What follows belongs to an exercise in optimizing a design on an open flow for small area and a short achievable clock period; a production flow would make more cautious choices. The RTL was checked by simulation tests, not by an equivalence proof against the original design. Power is estimated from default activity; no workload was simulated.

<file path="flow/config.mk">
export PLATFORM = sky130hd
export DESIGN_NAME = adc_capture_top
export DESIGN_NICKNAME = adc_capture_top
export VERILOG_FILES = /design/flow/design.v
export SDC_FILE = /design/flow/constraint.sdc
export NUM_CORES = 4
export LEC_CHECK = 0
export CAP_MARGIN = 20
export CORE_MARGIN = 2
export CORE_UTILIZATION = 40
export CTS_CLUSTER_DIAMETER = 76
export CTS_CLUSTER_SIZE = 28
export SETUP_SLACK_MARGIN = 3.5
export SLEW_MARGIN = 20
export SYNTH_HIERARCHICAL = 1
</file>
<file path="flow/constraint.sdc">
create_clock -name core_clock -period 6.6 [get_ports {main_clk}]
set_input_delay 1.3200 -clock core_clock [delete_from_list [all_inputs] [get_ports {main_clk}]]
set_output_delay 1.3200 -clock core_clock [all_outputs]
set_load 0.01 [all_outputs]
</file>
<file path="flow/design.v">
`timescale 1ns/1ps
module lane_reorder
(
	input  logic                                             main_clk,
	input  logic                                             arst_n_i,
	input  logic [4*4*8-1:0] raw_i,
	output logic [4*4*8-1:0] ordered_d,   
	output logic [4*4*8-1:0] ordered_o
);
	localparam int SW = 8;
	localparam int CW = 4 * 8;   
	localparam int LW = 2 * 8;   
	always_comb
	begin
		for (int c = 0; c < 4; c++)
			for (int m = 0; m < 2; m++)
			begin
				ordered_d[c*CW + (2*m)*SW   +: SW] = raw_i[c*CW +      m*SW +: SW];
				ordered_d[c*CW + (2*m+1)*SW +: SW] = raw_i[c*CW + LW + m*SW +: SW];
			end
	end
	always_ff @(posedge main_clk or negedge arst_n_i)
	begin
		if (!arst_n_i)
			ordered_o <= '0;
		else
			ordered_o <= ordered_d;   
	end
endmodule
`timescale 1ns/1ps
module sample_convert
(
	input  logic                                             main_clk,
	input  logic                                             arst_n_i,
	input  logic [4*4*8-1:0] ordered_i,
	output logic [4*4*8-1:0] signed_o
);
	localparam int SW = 8;
	logic [4*4*SW-1:0] signed_d;
	always_comb
	begin
		for (int i = 0; i < 4*4; i++)
			signed_d[i*SW +: SW] = ordered_i[i*SW +: SW] ^ {1'b1, {(SW-1){1'b0}}};
	end
	always_ff @(posedge main_clk or negedge arst_n_i)
	begin
		if (!arst_n_i)
			signed_o <= '0;
		else
			signed_o <= signed_d;
	end
endmodule
`timescale 1ns/1ps
module peak_detect
(
	input  logic                                             main_clk,
	input  logic                                             arst_n_i,
	input  logic [4*4*8-1:0] ordered_d,   
	input  logic [4*4*8-1:0] ordered_i,   
	input  logic                                             restart_i,   
	output logic [4*2*8-1:0]         peak_o       
);
	localparam int SW = 8;
	localparam int NS = 4;
	localparam int CW = NS * SW;
	localparam int NC = 4;
	logic [NS-1:0] lt_d [NC][NS];
	logic [NS-1:0] lt_q [NC][NS];
	logic [NS-1:0] lt_pair [NC][NS];
	for (genvar c = 0; c < NC; c++)
	begin : g_core
		for (genvar i = 0; i < NS; i++)
		begin : g_i
			for (genvar j = 0; j < NS; j++)
			begin : g_j
				if (i < j)
				begin : g_cmp
					peak_lt u_lt
					(
						.a_i  (ordered_d[c*CW + i*SW +: SW]),
						.b_i  (ordered_d[c*CW + j*SW +: SW]),
						.lt_o (lt_pair[c][i][j])
					);
				end
				else
				begin : g_none
					assign lt_pair[c][i][j] = 1'b0;
				end
			end
		end
	end
	always_comb
	begin
		for (int c = 0; c < NC; c++)
			for (int i = 0; i < NS; i++)
				for (int j = 0; j < NS; j++)
					lt_d[c][i][j] = (i < j) && lt_pair[c][i][j];
	end
	always_ff @(posedge main_clk or negedge arst_n_i)
	begin
		if (!arst_n_i)
		begin
			for (int c = 0; c < NC; c++)
				for (int i = 0; i < NS; i++)
					lt_q[c][i] <= '0;
		end
		else
		begin
			for (int c = 0; c < NC; c++)
				for (int i = 0; i < NS; i++)
					lt_q[c][i] <= lt_d[c][i];
		end
	end
	logic [SW-1:0] word_max [NC];   
	logic [SW-1:0] word_min [NC];
	always_comb
	begin
		for (int c = 0; c < NC; c++)
		begin
			logic [NS-1:0] max_sel;
			logic [NS-1:0] min_sel;
			for (int i = 0; i < NS; i++)
			begin
				max_sel[i] = 1'b1;
				min_sel[i] = 1'b1;
				for (int j = 0; j < NS; j++)
				begin
					if (j > i)
					begin
						max_sel[i] = max_sel[i] & !lt_q[c][i][j];
						min_sel[i] = min_sel[i] &  lt_q[c][i][j];
					end
					else if (j < i)
					begin
						max_sel[i] = max_sel[i] &  lt_q[c][j][i];
						min_sel[i] = min_sel[i] & !lt_q[c][j][i];
					end
				end
			end
			word_max[c] = '0;
			word_min[c] = '0;
			for (int i = 0; i < NS; i++)
			begin
				word_max[c] = word_max[c] | (ordered_i[c*CW + i*SW +: SW] & {SW{max_sel[i]}});
				word_min[c] = word_min[c] | (ordered_i[c*CW + i*SW +: SW] & {SW{min_sel[i]}});
			end
		end
	end
	logic [NC-1:0] max_up;   
	logic [NC-1:0] min_dn;   
	for (genvar c = 0; c < NC; c++)
	begin : g_run
		peak_lt u_max (.a_i(peak_o[c*2*SW + SW +: SW]), .b_i(word_max[c]), .lt_o(max_up[c]));
		peak_lt u_min (.a_i(word_min[c]), .b_i(peak_o[c*2*SW +: SW]), .lt_o(min_dn[c]));
	end
	always_ff @(posedge main_clk or negedge arst_n_i)
	begin
		if (!arst_n_i)
		begin
			for (int c = 0; c < NC; c++)
			begin
				peak_o[c*2*SW + SW +: SW] <= '0;
				peak_o[c*2*SW      +: SW] <= '1;   
			end
		end
		else
		begin
			for (int c = 0; c < NC; c++)
			begin
				if (restart_i || max_up[c])
					peak_o[c*2*SW + SW +: SW] <= word_max[c];
				if (restart_i || min_dn[c])
					peak_o[c*2*SW +: SW] <= word_min[c];
			end
		end
	end
endmodule
module peak_lt
(
	input  logic [8-1:0] a_i,
	input  logic [8-1:0] b_i,
	output logic                     lt_o
);
	logic [7:0] below;       
	logic [7:0] not_above;   
	logic [3:0] l1, k1;
	logic [1:0] l2, k2;
	assign below     = ~a_i & b_i;
	assign not_above = ~(a_i & ~b_i);
	for (genvar j = 0; j < 4; j++)
	begin : g_l1
		assign l1[j] = below[2*j+1] | (not_above[2*j+1] & below[2*j]);
		assign k1[j] = not_above[2*j+1] & not_above[2*j];
	end
	for (genvar j = 0; j < 2; j++)
	begin : g_l2
		assign l2[j] = l1[2*j+1] | (k1[2*j+1] & l1[2*j]);
		assign k2[j] = k1[2*j+1] & k1[2*j];
	end
	assign lt_o = l2[1] | (k2[1] & l2[0]);
endmodule
`timescale 1ns/1ps
module snap_buffer
(
	input  logic                                             main_clk,
	input  logic                                             arst_n_i,
	input  logic [4*4*8-1:0] word_i,    
	input  logic                                             start_i,   
	input  logic                                             clear_i,   
	input  logic [8-1:0]                          addr_i,
	output logic                                             ready_o,
	output logic [8-1:0]                         data_o
);
	localparam int SW         = 8;
	localparam int CW         = 4 * 8;
	localparam int WW         = 4 * CW;
	localparam int DEPTH      = 16;
	localparam int WR_CNT_W   = $clog2(16);
	localparam int LINE_SEL_W = $clog2(4 * 4);
	logic                       capturing;
	logic [WR_CNT_W-1:0]        cnt;       
	logic [DEPTH*WW-1:0]        ring;      
	logic [WR_CNT_W-1:0]        cnt_d;
	logic                       wr_early;
	assign cnt_d = (!capturing && start_i) ? '0 : WR_CNT_W'(cnt + 1'b1);
	assign wr_early = capturing ? (cnt != WR_CNT_W'(DEPTH-1)) : (start_i || !ready_o);
	always_ff @(posedge main_clk or negedge arst_n_i)
	begin
		if (!arst_n_i)
		begin
			capturing <= 1'b0;
			cnt       <= '0;
			ready_o   <= 1'b0;
		end
		else
		begin
			cnt <= cnt_d;
			if (clear_i)
			begin
				capturing <= 1'b0;
				ready_o   <= 1'b0;
			end
			else if (!capturing)
			begin
				if (start_i)
				begin
					capturing <= 1'b1;
					ready_o   <= 1'b0;
				end
			end
			else if (cnt == WR_CNT_W'(DEPTH-1))
			begin
				capturing <= 1'b0;
				ready_o   <= 1'b1;   
			end
		end
	end
	always_ff @(posedge main_clk)
	begin
		ring <= {ring[(DEPTH-1)*WW-1:0], wr_early ? word_i : ring[(DEPTH-1)*WW +: WW]};
	end
	localparam int NBYTE = WW / SW;   
	logic [DEPTH-1:0]           cnt_sum [WR_CNT_W];   
	logic [WR_CNT_W-1:0]        stage_entry [DEPTH];
	always_ff @(posedge main_clk or negedge arst_n_i)
	begin
		if (!arst_n_i)
		begin
			for (int i = 0; i < WR_CNT_W; i++)
				cnt_sum[i] <= '0;
		end
		else
		begin
			for (int i = 0; i < WR_CNT_W; i++)
				for (int c = 0; c < (1 << i); c++)
				begin
					logic [WR_CNT_W-1:0] sum;
					sum = WR_CNT_W'(cnt_d + WR_CNT_W'(c));
					cnt_sum[i][c] <= sum[i];
				end
		end
	end
	always_comb
	begin
		for (int s = 0; s < DEPTH; s++)
			for (int i = 0; i < WR_CNT_W; i++)
			begin
				logic [WR_CNT_W-1:0] c;
				c = WR_CNT_W'(DEPTH-s);
				stage_entry[s][i] = cnt_sum[i][c % (1 << i)] ^ c[i];
			end
	end
	logic [WR_CNT_W-1:0]        rd_word;
	logic [LINE_SEL_W-1:0]      rd_byte;
	logic [DEPTH-1:0]           stage_sel;
	logic [NBYTE-1:0]           byte_sel;
	logic [SW-1:0]              rd_data_n;
	assign rd_byte = addr_i[LINE_SEL_W-1:0];
	assign rd_word = addr_i[LINE_SEL_W +: WR_CNT_W];
	always_comb
	begin
		for (int b = 0; b < NBYTE; b++)
			byte_sel[b] = (rd_byte == LINE_SEL_W'(b));
	end
	for (genvar s = 0; s < DEPTH; s++)
	begin : g_stage
		snap_nib_eq u_eq (.a_i(rd_word), .b_i(stage_entry[s]), .eq_o(stage_sel[s]));
	end
	for (genvar k = 0; k < SW; k++)
	begin : g_bit
		logic [2*DEPTH-1:0] part;   
		for (genvar st = 0; st < DEPTH; st++)
		begin : g_st
			logic [NBYTE-1:0] stage_bits;
			for (genvar b = 0; b < NBYTE; b++)
			begin : g_lane
				assign stage_bits[b] = ring[st*WW + b*SW + k];
			end
			snap_sel_or u_lanes (.d_i(stage_bits), .sel_i(byte_sel), .part_o(part[2*st +: 2]));
		end
		snap_sel_nor u_stages (.part_i(part), .sel_i(stage_sel), .y_n_o(rd_data_n[k]));
	end
	always_ff @(posedge main_clk or negedge arst_n_i)
	begin
		if (!arst_n_i)
			data_o <= '0;
		else
			data_o <= ~rd_data_n ^ {1'b1, {(SW-1){1'b0}}};   
	end
endmodule
module snap_sel_or
(
	input  logic [15:0] d_i,
	input  logic [15:0] sel_i,
	output logic [1:0]  part_o
);
	assign part_o[0] = |(d_i[7:0]  & sel_i[7:0]);
	assign part_o[1] = |(d_i[15:8] & sel_i[15:8]);
endmodule
module snap_sel_nor
(
	input  logic [31:0] part_i,
	input  logic [15:0] sel_i,
	output logic        y_n_o
);
	logic [15:0] hit;
	always_comb
	begin
		for (int b = 0; b < 16; b++)
			hit[b] = sel_i[b] & (part_i[2*b] | part_i[2*b+1]);
	end
	assign y_n_o = ~|hit;
endmodule
module snap_nib_eq
(
	input  logic [3:0] a_i,
	input  logic [3:0] b_i,
	output logic       eq_o
);
	assign eq_o = (a_i == b_i);
endmodule
`timescale 1ns/1ps
module adc_capture_top
(
	input  logic                      main_clk,
	input  logic                      arst_n_i,
	input  logic [127:0]              adc_raw_i,
	input  logic                      peak_rst_i,     
	input  logic                      snap_start_i,
	input  logic                      snap_rst_i,
	input  logic [7:0]                snap_addr_i,
	output logic [127:0]              adc_data_o,     
	output logic [63:0]               adc_peak_o,     
	output logic                      snap_ready_o,
	output logic [7:0]                snap_data_o
);
	logic [127:0] ordered_word;
	logic [127:0] ordered_next;   
	lane_reorder u_lane_reorder
	(
		.main_clk  (main_clk),
		.arst_n_i  (arst_n_i),
		.raw_i     (adc_raw_i),
		.ordered_d (ordered_next),
		.ordered_o (ordered_word)
	);
	sample_convert u_sample_convert
	(
		.main_clk  (main_clk),
		.arst_n_i  (arst_n_i),
		.ordered_i (ordered_word),
		.signed_o  (adc_data_o)
	);
	peak_detect u_peak_detect
	(
		.main_clk  (main_clk),
		.arst_n_i  (arst_n_i),
		.ordered_d (ordered_next),
		.ordered_i (ordered_word),
		.restart_i (peak_rst_i),
		.peak_o    (adc_peak_o)
	);
	snap_buffer u_snap_buffer
	(
		.main_clk (main_clk),
		.arst_n_i (arst_n_i),
		.word_i   (ordered_word),
		.start_i  (snap_start_i),
		.clear_i  (snap_rst_i),
		.addr_i   (snap_addr_i),
		.ready_o  (snap_ready_o),
		.data_o   (snap_data_o)
	);
endmodule
</file>
<file path="flow/run.sh">
#!/bin/bash
# synth_recipe.tcl (not shown) runs the flow's synth.tcl, then flattens the netlist and writes it again
# the make line also repeats each setting of config.mk as NAME=value (left out here)
make -C /OpenROAD-flow-scripts/flow DESIGN_CONFIG=/design/flow/config.mk WORK_HOME=/design/flow/orfs CLKGATE_MAP_FILE= SYNTH_SCRIPT=/design/flow/synth_recipe.tcl finish
</file>
==> impl_results.md <==
* Seq cells post-synth at 2417
* Initial DRC count at 4218
* H-tree levels at 3
* Final setup vio count at 0
* Placed cells at 7990
* Hold Path Class: reg2reg
* Post-synthesis async set-or-reset flop share at approximately 15%
* Die H at 427.7 um
* Initial antenna violation count at 21
* Skew-Pair Late Insertion Delay at between 800 and 900 ps
* RSZ-0062 raised after global routing: no
* Cells after synthesis at ~5400
* Slowest cell on the critical path: o21ai_0
* Die Area at roughly 0.18 mm2
* CTS tree: built
* Hold depth at 0
* Flop pwr share at 58.7%
* Relative slew slack at 21.98%
* First-pass GRT wire length at 301.8 mm
* Worst reg-to-reg path cell count at 11
* Period utilisation layout at 46.39%
* Vias/cell at 5.489
* Yosys warning total at 25
* Hold Buf Count CTS at 0
* Fin Setup TNS at 0 ps
* Final hold vios at 0
* Switching Power at 7.628 mW
* Total CTS buffers at 113
* Gr usage total at 21.95%
* WL final at 205.8 mm
* I/O Buffers at 341
* Adder-Cell Fraction of Synth Area at 1.523%
* Cell Count, Final, Fillers Out at 8231
* Fillers at 16020
* CP Launch Type: primary input
* Cell variety after synth at 47
* Metal1 wirelength at between 80 and 90 mm
* Synthesized area at roughly 0.072 mm2
* Min Hold Slack at 324.6 ps
* Post-DP HPWL at 139.3 mm
* Antenna-violating nets left at 0
* Crit path required time at 7290 ps
* Die Wd at ~430 um
* Synth Area in Simple Gates at between 6 and 7%
* RePlAce Congestion at 0.8563
* DRC at 0
* Largest family of logic cells by synthesized area: compound AO/OA/AOI/OAI gates
* Most frequent cells in the layout: 2048 x dfxtp_1, 1088 x a22oi_1, 333 x dfrtp_1
* Core area at roughly 0.18 mm2
* Worst vdd ir at roughly 0.00022 V
* Clock Sinks at between 2000 and 2500
* Syn_area_per_cell at approximately 13 um2
* Storage element area at 0.05028 mm2
* Pwr Total at 28.18 mW
* Synthesis-to-finish area growth at 14.33%
* Clock network power share at 29.6%
* Top Layer Used: met5
* Top FF cell, synth: dfxtp_1
* Synthesized net count at 5523
* Worst-Margin Slew at 1167 ps
* CP Capture Type: register
* Cell chain of the critical path: buf_2 > nand2b_4 > nor3_4 > buf_12 > buf_12 > a22oi_1 > nand4_1 > o21ai_0 > nand4_1 > nor4_2 > inv_1
* Compound-gate portion of the synthesized area at about 16%
* Initial Util at between 40% and 50%
* CP peak stage delay at 310 ps
* Max Cap Viol at 0
* XOR/XNOR Fraction of Synth Area at less than 1%
* R2r setup slk at 3650 ps
* CTS max path bufs at 3
* EDFF count, synth at 0
* Most common cell after layout, fill and taps aside: dfxtp_1
* CTS clock-pin slew for the worst setup and hold paths at 100 ps
* Multiplexer area fraction after synthesis at between 2 and 3%
* WL met2 at 102.9 mm
* Multi-input gate area at 0.01950 mm2
* Pre-CTS setup slack at roughly 1800 ps
* WP data arrival at roughly 3800 ps
* Crit Path Category: in2reg
* Layout cells sized above 1 at 12.55%
* Max-slew violations at 0
* Grt ovf at 0
* FP Rows at 155
* Avg WL per Cell at 25.01 um
* Final Net Count at 5950
* Run status: timing/DRC/antenna clean
* PwrDens at 343.2 mW/mm2
* Leakage at between 30 and 40 nW
* Combinational share of power at 11.7%
* Vias in the first global route at 45940
* Clock Skew at between 70 and 80 ps
* Met3 wire length at 9.401 mm
* Fmax at 326.6 MHz
* Sequential area share after synthesis at a little over two thirds
* Period minus WS final at around 3100 ps
* Largest net degree at the start of global routing at approximately 160
* Switching share of power at 27.07%
* Total number of vias at about 45000
* Internal Power at approximately 21 mW
* Root buffer cell: clkbuf_16
* Crit Path Max Fanout at 67
* TritonRoute pass-1 iters at 9
* I/O pin total at 342
* Final Worst Setup Slack at approximately 3500 ps
==> per-stage QoR <==
| stage | utilization, % | instance area [um2] |
|---|---|---|
| after floorplan | - | 71910 |
| after global placement | 43.65 | 77880 |
| after detailed placement | 43.66 | 77890 |
| after CTS | 45.92 | 81930 |
| after global routing | 46.00 | 82070 |
| final | 46.01 | 82090 |
==> per-module statistics from Yosys (local to each module, per instance), excerpt <==
module	cells	times used	flip-flops and latches
snap_sel_or	10	128	0
peak_detect	544	1	88
peak_lt	19	32	0
sample_convert	144	1	128
lane_reorder	256	1	128
snap_sel_nor	21	8	0
snap_buffer	2301	1	2073
snap_nib_eq	5	16	0
==> final timing paths <==
check	end	from
worst min-delay path	u_snap_buffer.ring[623]$_DFF_P_	u_snap_buffer.ring[495]$_DFF_P_
worst max-delay path	u_snap_buffer.data_o[2]$_DFF_PN0_	snap_addr_i[2]
worst min register to register	u_snap_buffer.ring[623]$_DFF_P_	u_snap_buffer.ring[495]$_DFF_P_
min in group asynchronous	u_sample_convert.signed_o[89]$_DFF_PN0_	arst_n_i
max in group asynchronous	u_sample_convert.signed_o[37]$_DFF_PN0_	arst_n_i
worst max register to register	u_peak_detect.peak_o[10]$_DFFE_PN0P_	u_peak_detect.lt_q[0][1]$_DFF_PN0_
==> Yosys cell counts (all sizes together) (2+ instances only) <==
master   number  area [um2]
maj3         96        1081
inv         262       983.4
a222oi       32       320.3
nand2       136       510.5
nor3         14       141.4
nor2        112       425.4
o2bb2ai      32       280.3
dfrtp       337        8433
and3b         8       70.07
and3         10       67.56
mux2        128        1820
a211oi       33       247.7
a21oi        33       165.2
clkbuf        8       40.04
xnor2         7       61.31
nor4         25       306.6
mux2i         2       20.02
nand2b       71       444.2
nor3b         8       150.1
xor2         68       595.6
or2           8       50.05
nand4       288        1802
o21ai       193        1116
buf         166        1350
nand3        65       325.3
a22oi      1088        8168
dfxtp      2048       41000
dfstp        32       840.8
nor2b         2       12.51
a41oi        64       920.9
==> power groups by stage <==
| stage | Sequential, mW | Combinational [mW] | Clock [mW] |
|---|---|---|---|
| final | 16.5 | 3.29 | 8.35 |
| after CTS | 16.5 | 3.28 | 8.53 |
| after floorplan | 16.6 | 1.84 | 0 |
| after detailed placement | 16.9 | 3.35 | 0 |
| after global placement | 16.9 | 3.29 | 0 |
| after global routing | 16.7 | 3.54 | 9.06 |
==> registers in the layout, indices dropped and copies added (netlist names) <==
register,count
u_lane_reorder.ordered_o,128
u_peak_detect.lt_q,24
u_snap_buffer.cnt,3
u_snap_buffer.data_o,8
u_snap_buffer.ready_o,1
u_snap_buffer.ring,2048
u_snap_buffer.cnt_sum,12
u_snap_buffer.capturing,1
u_peak_detect.peak_o,64
u_sample_convert.signed_o,128
==> layout make-up <==
cell class	count	area share [%]
inverters	262	1.198
flip-flops and latches	2417	61.25
clock inverters	42	0.9526
repair buffers	478	5.664
diodes	10	0.03048
well taps	2355	3.589
clock buffers	131	3.565
multi-input cells	2536	23.75
==> repair_timing <==
action / in CTS / in global routing
gates cloned: 8 / 0
gates resized for setup: 148 / 31
buffers inserted: 38 / 12
pin swaps: 14 / 9
endpoints found under the setup margin: 173 / 81
==> critical path, delay by kind of cell <==
family | cells | cell delay (ps)
compound gates | 2 | 530
buf+inv | 4 | 730
simple gates | 5 | 1090
==> layer usage <==
metal / vias to the layer above / track usage, %
met3: 348 / 2.770
met1: 22870 / 28.14
met5: - / 0
met4: 2 / 7.684
met2: 1276 / 38.06
li1: 20690 / -
==> cells by family after synthesis <==
family	count (synthesis)
compound gates	1478
buf+inv	436
fa+ha+maj	97
mux	130
simple gates	748
xor+xnor	75
flops	2417

separate check: timing with driven ports:
The flow's constraints put no driver on any port. The routed layout listed below was extracted and timed again, unchanged, in two steps.
Step 1, drivers: a clkbuf_16 drives main_clk and a buf_2 each remaining input, both assumed.
Step 2, shift: input delay + t, output delay - t, t = (earliest + latest rising clock arrival at the registers) / 2. This alone moves slack from input paths to output paths.
Slacks: ideal ports / drivers / drivers and shift; pairs: ideal ports / drivers.
shift t [ns]: 0.849
setup slack, ns: 3.538 / 3.485 / 2.741
worst setup path after step 2: input to register
latest minus earliest clock arrival (ns): 0.088 / 0.088
worst data-port slew with drivers (ns): 0.08
After both steps setup and hold are still met in this run. The setup slack of this run moves by -0.053 ns with the drivers and by -0.797 ns with both steps.
